Background: an optimization exercise with open tools, aiming at small area. Do not read the settings as production practice. No activity file was given, so power comes from the tool's default toggle rates. The clock port is modelled as an ideal driver; clocking choices that lean on that would not hold on a real chip.

Design rhd_recorder, start of the top module:
module rhd_recorder (
    input  wire                        clk,
    input  wire                        rstn,
    input  wire                        record_start,
    input  wire [4-1:0]  miso,
    output logic                       busy,
    output logic                       done,
    output logic                       cs,
    output logic                       sclk,
    output logic                       mosi,
    output rhd_pkg::channel_t          channel,
    output logic                       sample_valid,
    output rhd_pkg::sample_index_t     sample_index,
    output rhd_pkg::sample_t           sample_data
);
    localparam int XFER  = 2 * 2 * 16 + 3 + 3;    
    localparam int RING  = XFER - 1;                                                    
    localparam int FIRST = 2;                                          
    localparam int LAST  = 2 + 32 - 1;                  
    logic       strm;      
    logic [6:0] u;         
    logic       act;       
    logic       xfer;      
    assign u    = sample_index[6:0];
    assign xfer = busy && !strm;
  ...
Size in the first run: about 4,800 cells after synthesis, ~43 I/O pins, roughly 88,000 um2 of cells after synthesis.
==> flow/config.mk <==
export PLATFORM = sky130hd
export DESIGN_NAME = rhd_recorder
export DESIGN_NICKNAME = rhd_recorder
export VERILOG_FILES = /design/flow/design.v
export SDC_FILE = /design/flow/constraint.sdc
export NUM_CORES = 4
export LEC_CHECK = 0
export CAP_MARGIN = 20
export CORE_MARGIN = 2
export CORE_UTILIZATION = 60
export CTS_BUF_LIST = sky130_fd_sc_hd__clkbuf_16
export CTS_CLUSTER_DIAMETER = 50
export CTS_CLUSTER_SIZE = 36
export PLACE_DENSITY = 0.7
export SLEW_MARGIN = 20
==> flow/constraint.sdc <==
create_clock -name core_clock -period 10.0 [get_ports {clk}]
set_input_delay 2.0000 -clock core_clock [delete_from_list [all_inputs] [get_ports {clk}]]
set_output_delay 2.0000 -clock core_clock [all_outputs]
set_load 0.01 [all_outputs]
run.sh (not shown) runs the stock make flow with config.mk's settings and CLKGATE_MAP_FILE= SYNTH_SCRIPT=/design/flow/synth_recipe.tcl, a recipe that flattens the netlist after the stock synthesis.
The first run completed without violations.
Change:
==> flow/flow/run.sh (new file) <==
#!/bin/bash
# Standard layout with two CTS/port-buffer changes: no dummy loads in the
# clock tree, and the smallest buffer on the ports.
set -euo pipefail
cd "$(dirname "$0")/.."
bash standard.sh \
  "CTS_ARGS=-sink_clustering_enable -repair_clock_nets -sink_clustering_size 32 -sink_clustering_max_diameter 70 -buf_list sky130_fd_sc_hd__clkbuf_16 -dont_use_dummy_load" \
  "BUFFER_PORTS_ARGS=-buffer_cell sky130_fd_sc_hd__buf_1" \
  finish > flow_make.log 2>&1
==> flow/standard.sh (new file) <==
#!/bin/bash
# synth_recipe.tcl (not shown) runs the flow's synth.tcl, then flattens the netlist and writes it again
# the make line also repeats each setting of config.mk as NAME=value (left out here)
make -C /OpenROAD-flow-scripts/flow DESIGN_CONFIG=/design/flow/config.mk WORK_HOME=/design/flow/orfs CLKGATE_MAP_FILE= SYNTH_SCRIPT=/design/flow/synth_recipe.tcl "${@:-finish}"
--- a/flow/config.mk
+++ b/flow/config.mk
@@ -9,7 +9,6 @@
 export CORE_MARGIN = 2
-export CORE_UTILIZATION = 60
+export CORE_UTILIZATION = 40
 export CTS_BUF_LIST = sky130_fd_sc_hd__clkbuf_16
-export CTS_CLUSTER_DIAMETER = 50
-export CTS_CLUSTER_SIZE = 36
-export PLACE_DENSITY = 0.7
+export CTS_CLUSTER_DIAMETER = 70
+export CTS_CLUSTER_SIZE = 32
 export SLEW_MARGIN = 20
removed: flow/run.sh
Result: The new run produced a clean layout; sequential power barely changes; synthesized area stays the same; utilization is lower by 23 points; total power goes down by a little under a tenth; via count drops slightly; setup slack gets better by 0.68 ns; routed wire length came out lower slightly; die area went up by well over a third; final cell count grows by roughly a tenth; non-clock buffer count came out higher by 2; final area falls slightly.
Change:
==> flow/run.sh (new file) <==
#!/bin/bash
# synth_recipe.tcl (not shown) runs the flow's synth.tcl, then flattens the netlist and writes it again
# the make line also repeats each setting of config.mk as NAME=value (left out here)
make -C /OpenROAD-flow-scripts/flow DESIGN_CONFIG=/design/flow/config.mk WORK_HOME=/design/flow/orfs CLKGATE_MAP_FILE= SYNTH_SCRIPT=/design/flow/synth_recipe.tcl finish
removed: flow/flow/run.sh
removed: flow/standard.sh
- sequential share of layout area shrinks by 0.98 points
- wire length is about the same
- worst setup slack got worse by 0.49 ns
No run of this note included a check of the RTL's function; only the layout flow was run.

## what the ideal ports hide
The results above use ideal ports. As a check the final layouts listed here were re-extracted and re-timed, cells and wires unchanged. Step 1 (the two cells are an assumption about what drives the block):
set clk [get_ports {clk}]
set_driving_cell -lib_cell sky130_fd_sc_hd__clkbuf_16 $clk
set_driving_cell -lib_cell sky130_fd_sc_hd__buf_2 [delete_from_list [all_inputs] $clk]
Step 2 times the ports against the registers' clock, not the clock port: input delays grow and output delays shrink by t, the midpoint of the rising clock arrivals with the driver on. a / b / c = ideal / step 1 / step 2; a / b = the first two.
run | t (ns) | setup WS [ns] | worst setup path after step 2 | clock arrival spread, ns | slew at the worst register clock pin (ns)
the first run | 0.879 | 3.210 / 3.133 / 4.011 | register to output | 0.060 / 0.061 | 0.12 / 0.12
the second run | 0.854 | 3.886 / 3.805 / 4.659 | register to output | 0.120 / 0.120 | 0.11 / 0.11
the third run | 0.885 | 3.394 / 3.313 / 4.199 | register to output | 0.050 / 0.051 | 0.11 / 0.11
After both steps setup and hold are still met in every run listed.
